From an optimization exercise on the open Yosys and OpenROAD flow, aimed at small area, a short achievable clock period and few clock cycles; shortcuts taken in it are not production practice.
Power is estimated from default activity; no workload was simulated.

==> flow/design.v <==
package dcache_pkg;
    typedef logic [32-1:0] word_t;
    typedef struct packed {
        logic [26-1:0] tag;
        logic [3-1:0] idx;
        logic                     blkoff;
        logic [1:0]               bytoff;
    } dcache_addr_t;
    typedef struct packed {
        logic                               valid;
        logic                               dirty;
        logic [26-1:0]           tag;
        word_t [2-1:0]      data;
    } dcache_frame_t;
    typedef enum logic [4:0] {
        IDLE,
        WB_ONE,
        WB_TWO,
        FILL_ONE,
        FILL_TWO,
        FLUSH_CHECK,
        FLUSH_ONE,
        FLUSH_TWO,
        DONE
    } ctrl_state_t;
endpackage
module dcache (
    input  logic               CLK,
    input  logic               n_rst,
    input  logic               halt,
    input  logic               dmemREN,
    input  logic               dmemWEN,
    input  dcache_pkg::word_t  dmemaddr,
    input  dcache_pkg::word_t  dmemstore,
    input  logic               dwait,
    input  dcache_pkg::word_t  dload,
    output logic               dhit,
    output dcache_pkg::word_t  dmemload,
    output logic               flushed,
    output logic               dREN,
    output logic               dWEN,
    output dcache_pkg::word_t  daddr,
    output dcache_pkg::word_t  dstore
);
    localparam int TW = 26;
    logic [15:0]          valid, dirty;
    logic [15:0][TW-1:0]  tags;
    logic [15:0][31:0]    dw0, dw1;
    logic [7:0]           lru;
    logic p_idle, p_hit, p_retry, p_wait, p_fscan, p_done;
    logic b_wb0, b_wb1, b_f0, b_f1;
    logic                 dren_r, dwen_r;
    logic [31:0]          dmemload_r, dstore_r, wb1_r;
    logic [29:0]          daddr_r;
    logic                 h0_r, h1_r, acc_r;
    logic [2:0]           lk_idx;
    logic                 lk_blk, lk_wr, lk_vic;
    logic                 way_r, upd_r;
    logic [TW-1:0]        pm_tag;
    logic [2:0]           pm_idx;
    logic                 pm_way, pm_blk, pm_wr;
    logic                 pm_flush;
    assign dhit     = p_hit;
    assign dmemload = dmemload_r;
    assign flushed  = p_done;
    assign dREN     = dren_r;
    assign dWEN     = dwen_r;
    assign daddr    = {daddr_r, 2'b00};
    assign dstore   = dstore_r;
    logic [TW-1:0] in_tag;
    logic [2:0]    in_idx;
    logic          in_blk;
    logic          req;
    assign in_tag = dmemaddr[31:6];
    assign in_idx = dmemaddr[5:3];
    assign in_blk = dmemaddr[2];
    assign req    = dmemREN | dmemWEN;
    logic busy;
    assign busy = dren_r | dwen_r;
    logic [15:0] vd, f_vd;
    logic        f_any_c, f_go;
    logic [3:0]  f_blk_c;
    logic        f_any, busy_d;
    logic [3:0]  f_blk;
    assign vd   = valid & dirty;
    assign f_go = (!busy && !busy_d) || (pm_flush && b_wb1 && !dwait);
    always_comb begin
        f_vd = vd;
        if (busy && pm_flush) f_vd[{pm_idx, pm_way}] = 1'b0;
        f_any_c = |f_vd;
        f_blk_c = '0;
        for (int k = 15; k >= 0; k--)
            if (f_vd[k]) f_blk_c = 4'(k);
    end
    always_ff @(posedge CLK) begin
        f_any <= f_any_c;
        f_blk <= f_blk_c;
    end
    logic [7:0]    rsel;
    logic [TW-1:0] rtag0, rtag1;
    logic [31:0]   r00, r01, r10, r11;    
    always_comb begin
        for (int i = 0; i < 8; i++)
            rsel[i] = p_fscan ? (f_blk[3:1] == 3'(i)) : (in_idx == 3'(i));
        rtag0 = '0;
        rtag1 = '0;
        r00   = '0;
        r01   = '0;
        r10   = '0;
        r11   = '0;
        for (int i = 0; i < 8; i++) begin
            rtag0 = rtag0 | (tags[2*i]   & {TW{rsel[i]}});
            rtag1 = rtag1 | (tags[2*i+1] & {TW{rsel[i]}});
            r00   = r00   | (dw0[2*i]    & {32{rsel[i]}});
            r01   = r01   | (dw1[2*i]    & {32{rsel[i]}});
            r10   = r10   | (dw0[2*i+1]  & {32{rsel[i]}});
            r11   = r11   | (dw1[2*i+1]  & {32{rsel[i]}});
        end
    end
    logic [15:0] match;
    always_comb
        for (int k = 0; k < 16; k++)
            match[k] = valid[k] && (tags[k] == in_tag);
    logic [7:0] isel;
    always_comb
        for (int i = 0; i < 8; i++)
            isel[i] = (in_idx == 3'(i));
    logic h0, h1;
    always_comb begin
        h0 = 1'b0;
        h1 = 1'b0;
        for (int i = 0; i < 8; i++) begin
            h0 = h0 | (match[2*i]   & isel[i]);
            h1 = h1 | (match[2*i+1] & isel[i]);
        end
    end
    logic [7:0] vic_vd;
    always_comb
        for (int i = 0; i < 8; i++)
            vic_vd[i] = lru[i] ? vd[2*i+1] : vd[2*i];
    logic [15:0] lmatch;
    always_comb
        for (int k = 0; k < 16; k++)
            lmatch[k] = valid[k] && (tags[k][3:0] == in_tag[3:0]);
    logic lm0, lm1, vic, mru, vic_dirty;
    always_comb begin
        lm0       = 1'b0;
        lm1       = 1'b0;
        vic       = 1'b0;
        vic_dirty = 1'b0;
        for (int i = 0; i < 8; i++) begin
            lm0       = lm0       | (lmatch[2*i]   & isel[i]);
            lm1       = lm1       | (lmatch[2*i+1] & isel[i]);
            vic       = vic       | (lru[i]        & isel[i]);
            vic_dirty = vic_dirty | (vic_vd[i]     & isel[i]);
        end
    end
    assign mru = (lm0 != lm1) ? lm1 : ~vic;
    logic conflict, bus_free, hit_ok, miss_ok;
    assign conflict = busy && (in_idx == pm_idx);
    assign bus_free = !busy || (b_f1 && !dwait);
    assign hit_ok   = dmemREN || !busy || b_wb0 || (b_wb1 && in_blk) || (b_f1 && !in_blk);
    assign miss_ok  = bus_free && !conflict;
    logic ok0, ok1;
    assign ok0 = !(conflict && !pm_way);
    assign ok1 = !(conflict &&  pm_way);
    logic lookup, a_r0, a_r1, a_w0, a_w1, a_m;
    assign lookup = p_idle && !halt && req;
    logic w0_done;
    assign w0_done = b_f1 && !in_blk;
    assign a_r0   = lookup && (ok0 || w0_done) && dmemREN;
    assign a_r1   = lookup && (ok1 || w0_done) && dmemREN;
    assign a_w0   = lookup && (ok0 || w0_done) && hit_ok && dmemWEN;
    assign a_w1   = lookup && (ok1 || w0_done) && hit_ok && dmemWEN;
    assign a_m    = lookup && miss_ok;
    logic go_hit, go_retry, go_miss;
    assign go_hit   = ((a_w0 || (a_r0 && !mru)) && h0) || ((a_w1 || (a_r1 && mru)) && h1);
    assign go_retry = (a_r0 && mru && h0) || (a_r1 && !mru && h1);
    assign go_miss  = a_m && !h0 && !h1;
    logic word_in;    
    assign word_in = p_wait && !dwait && ((b_f0 && !pm_blk) || (b_f1 && pm_blk));
    logic fill0_en, fill1_en, hitw_en;
    assign fill0_en = b_f0 && !(pm_wr && !pm_blk);
    assign fill1_en = b_f1 && !(pm_wr &&  pm_blk);
    assign hitw_en  = p_hit && lk_wr;
    logic [31:0] wval0, wval1;
    assign wval0 = (hitw_en && !lk_blk) ? dmemstore : dload;
    assign wval1 = (hitw_en &&  lk_blk) ? dmemstore : dload;
    logic [3:0] fill_blk, hit_blk;
    assign fill_blk = {pm_idx, pm_way};
    assign hit_blk  = {lk_idx, way_r};
    assign way_r = h1_r || (!h0_r && lk_vic);
    assign upd_r = h0_r || h1_r;
    always_ff @(posedge CLK) begin
        for (int k = 0; k < 16; k++) begin
            if ((fill0_en && fill_blk == 4'(k)) || (hitw_en && !lk_blk && hit_blk == 4'(k)))
                dw0[k] <= wval0;
            if ((fill1_en && fill_blk == 4'(k)) || (hitw_en &&  lk_blk && hit_blk == 4'(k)))
                dw1[k] <= wval1;
            if (b_f0 && fill_blk == 4'(k))
                tags[k] <= pm_tag;
        end
    end
    always_ff @(posedge CLK, negedge n_rst) begin
        if (!n_rst) begin
            valid <= '0;
            dirty <= '0;
            lru   <= '0;
        end else begin
            if (b_f0) begin
                valid[fill_blk] <= 1'b1;
                dirty[fill_blk] <= pm_wr;
            end
            if (acc_r)
                lru[lk_idx] <= ~way_r;
            if (p_hit && upd_r && lk_wr)
                dirty[hit_blk] <= 1'b1;
            if (pm_flush && b_wb1)
                dirty[fill_blk] <= 1'b0;
        end
    end
    always_ff @(posedge CLK, negedge n_rst) begin
        if (!n_rst) begin
            p_idle   <= 1'b1;
            p_hit    <= 1'b0;
            p_retry  <= 1'b0;
            p_wait   <= 1'b0;
            p_fscan  <= 1'b0;
            p_done   <= 1'b0;
            b_wb0    <= 1'b0;
            b_wb1    <= 1'b0;
            b_f0     <= 1'b0;
            b_f1     <= 1'b0;
            dren_r   <= 1'b0;
            dwen_r   <= 1'b0;
            pm_flush <= 1'b0;
            busy_d   <= 1'b0;
        end else begin
            busy_d  <= busy;
            p_hit   <= go_hit || (go_miss && dmemWEN) || p_retry || word_in;
            p_retry <= go_retry;
            p_wait  <= (go_miss && dmemREN) || (p_wait && !word_in);
            p_idle  <= p_hit || (p_idle && !halt && !go_hit && !go_retry && !go_miss);
            p_fscan <= (p_idle && halt) || (p_fscan && !(f_go && !f_any));
            p_done  <= p_done || (p_fscan && f_go && !f_any);
            b_wb0  <= (go_miss && vic_dirty) || (p_fscan && f_go && f_any) || (b_wb0 && dwait);
            b_wb1  <= (b_wb0 && !dwait) || (b_wb1 && dwait);
            b_f0   <= (go_miss && !vic_dirty) || (b_wb1 && !dwait && !pm_flush) || (b_f0 && dwait);
            b_f1   <= (b_f0 && !dwait) || (b_f1 && dwait);
            dwen_r <= (go_miss && vic_dirty) || (p_fscan && f_go && f_any) || b_wb0 ||
                      (b_wb1 && dwait);
            dren_r <= (go_miss && !vic_dirty) || (b_wb1 && !dwait && !pm_flush) || b_f0 ||
                      (b_f1 && dwait);
            if (p_fscan && f_go) pm_flush <= 1'b1;
        end
    end
    always_ff @(posedge CLK) begin
        acc_r <= go_hit || go_retry || go_miss;
        if (p_wait)
            dmemload_r <= dload;
        else if ((p_retry ? way_r : mru))
            dmemload_r <= in_blk ? r11 : r10;
        else
            dmemload_r <= in_blk ? r01 : r00;
        if (p_idle) begin
            h0_r       <= h0;
            h1_r       <= h1;
            lk_idx     <= in_idx;
            lk_blk     <= in_blk;
            lk_wr      <= dmemWEN;
            lk_vic     <= vic;
        end
        if ((p_idle && bus_free) || (p_fscan && f_go)) begin
            dstore_r <= (p_fscan ? f_blk[0] : vic) ? r10 : r00;
            wb1_r    <= (p_fscan ? f_blk[0] : vic) ? r11 : r01;
        end
        if (p_idle && bus_free) begin
            daddr_r <= {(vic_dirty ? (vic ? rtag1 : rtag0) : in_tag), in_idx, 1'b0};
            pm_tag  <= in_tag;
            pm_idx  <= in_idx;
            pm_way  <= vic;
            pm_blk  <= in_blk;
            pm_wr   <= dmemWEN;
        end
        if (p_fscan && f_go) begin
            daddr_r <= {(f_blk[0] ? rtag1 : rtag0), f_blk[3:1], 1'b0};
            pm_idx  <= f_blk[3:1];
            pm_way  <= f_blk[0];
        end
        if (b_wb0 && !dwait) begin
            daddr_r[0] <= 1'b1;
            dstore_r   <= wb1_r;
        end
        if (b_wb1 && !dwait && !pm_flush) daddr_r <= {pm_tag, pm_idx, 1'b0};
        if (b_f0 && !dwait) daddr_r[0] <= 1'b1;
    end
endmodule
clock: 10.0 ns
lec_check: 0
cap_margin: 20
cell_pad_in_sites_detail_placement: 0
cell_pad_in_sites_global_placement: 1
core_margin: 2
core_utilization: 55
place_density: 0.68
slew_margin: 20
tns_end_percent: 0
standard.sh (not shown) runs the stock make flow with config.mk's settings and CLKGATE_MAP_FILE= SYNTH_SCRIPT=/design/flow/synth_recipe.tcl, a recipe that flattens the netlist after the stock synthesis.
==> flow/flow/run.sh <==
#!/bin/bash
# The standard layout (standard.sh: the standard flow's own ORFS run, synthesis included,
# unchanged), with extra ORFS variables, one per line, from flow/make_args.txt:
# a setup slack margin that makes timing repair aim below the design's
# period, sizing free of cell footprints, the port buffer cell, and clock
# tree options. The make output goes to standard_flow.log; ORFS keeps each
# step's own log under orfs/logs.
set -euo pipefail
mapfile -t ARGS < <(grep -v '^\s*$' flow/make_args.txt)
bash standard.sh "${ARGS[@]}" finish > standard_flow.log 2>&1
==> flow/flow/make_args.txt <==
SETUP_SLACK_MARGIN=6.6
MATCH_CELL_FOOTPRINT=0
BUFFER_PORTS_ARGS=-buffer_cell sky130_fd_sc_hd__buf_4
CTS_ARGS=-sink_clustering_enable -repair_clock_nets -dont_use_dummy_load -sink_clustering_size 18 -sink_clustering_max_diameter 50 -root_buf sky130_fd_sc_hd__clkbuf_16 -buf_list sky130_fd_sc_hd__clkbuf_8
Next try:
--- a/flow/design.v
+++ b/flow/design.v
@@ -121,19 +121,9 @@
     always_comb
         for (int k = 0; k < 16; k++)
             match[k] = valid[k] && (tags[k] == in_tag);
-    logic [7:0] isel;
-    always_comb
-        for (int i = 0; i < 8; i++)
-            isel[i] = (in_idx == 3'(i));
     logic h0, h1;
-    always_comb begin
-        h0 = 1'b0;
-        h1 = 1'b0;
-        for (int i = 0; i < 8; i++) begin
-            h0 = h0 | (match[2*i]   & isel[i]);
-            h1 = h1 | (match[2*i+1] & isel[i]);
-        end
-    end
+    assign h0 = match[{in_idx, 1'b0}];
+    assign h1 = match[{in_idx, 1'b1}];
     logic [7:0] vic_vd;
     always_comb
         for (int i = 0; i < 8; i++)
@@ -142,20 +132,13 @@
     always_comb
         for (int k = 0; k < 16; k++)
             lmatch[k] = valid[k] && (tags[k][3:0] == in_tag[3:0]);
-    logic lm0, lm1, vic, mru, vic_dirty;
-    always_comb begin
-        lm0       = 1'b0;
-        lm1       = 1'b0;
-        vic       = 1'b0;
-        vic_dirty = 1'b0;
-        for (int i = 0; i < 8; i++) begin
-            lm0       = lm0       | (lmatch[2*i]   & isel[i]);
-            lm1       = lm1       | (lmatch[2*i+1] & isel[i]);
-            vic       = vic       | (lru[i]        & isel[i]);
-            vic_dirty = vic_dirty | (vic_vd[i]     & isel[i]);
-        end
-    end
-    assign mru = (lm0 != lm1) ? lm1 : ~vic;
+    logic lm0, lm1;
+    assign lm0 = lmatch[{in_idx, 1'b0}];
+    assign lm1 = lmatch[{in_idx, 1'b1}];
+    logic vic, mru, vic_dirty;
+    assign vic       = lru[in_idx];
+    assign mru       = (lm0 != lm1) ? lm1 : ~vic;
+    assign vic_dirty = vic_vd[in_idx];
     logic conflict, bus_free, hit_ok, miss_ok;
     assign conflict = busy && (in_idx == pm_idx);
     assign bus_free = !busy || (b_f1 && !dwait);
Flip-flop and latch count is unchanged.
Critical path depth fell by 3.
Power stays flat.
Combinational power is higher by 3.2%.
Synthesized cell count goes up by 3.6%.
Via count hardly moves.
Setup slack degrades by 0.37 ns.
Utilization decreases by 0.79 points.
First-iteration DRC count rises by 2.5%.
Global-route usage decreases by 0.43 points.
Design area barely changes.
Count of clock-buffer cells in the layout went down by 1.
Hold slack got worse by 0.034 ns.
Routed wire length stays flat.
No run of this note included a check of the RTL's function; only the layout flow was run.

## separate check: timing with driven ports
The results above use ideal ports. As a check the final layouts listed here were re-extracted and re-timed, cells and wires unchanged.
Step 1, drivers: a clkbuf_16 drives CLK and a buf_2 each remaining input, both assumed.
Step 2 times the ports against the registers' clock, not the clock port: input delays grow and output delays shrink by t, the midpoint of the rising clock arrivals with the driver on.
a / b / c = no drivers / after step 1 / after step 2; a / b = the first two.
| run | t (ns) | slack for setup (ns) | hold slack, ns | clock arrival spread, ns | pins driven straight from the clock port |
|---|---|---|---|---|---|
| the first run | 0.833 | 5.988 / 5.976 / 5.144 | 0.525 / 0.525 / 0.525 | 0.091 / 0.091 | 1 |
| the second run | 0.815 | 5.622 / 5.548 / 4.733 | 0.492 / 0.492 / 0.492 | 0.089 / 0.090 | 1 |
After both steps setup and hold are still met in every run listed. For the second run, which loses most, drivers alone change the setup slack by -0.074 ns; drivers and shift together by -0.889 ns.
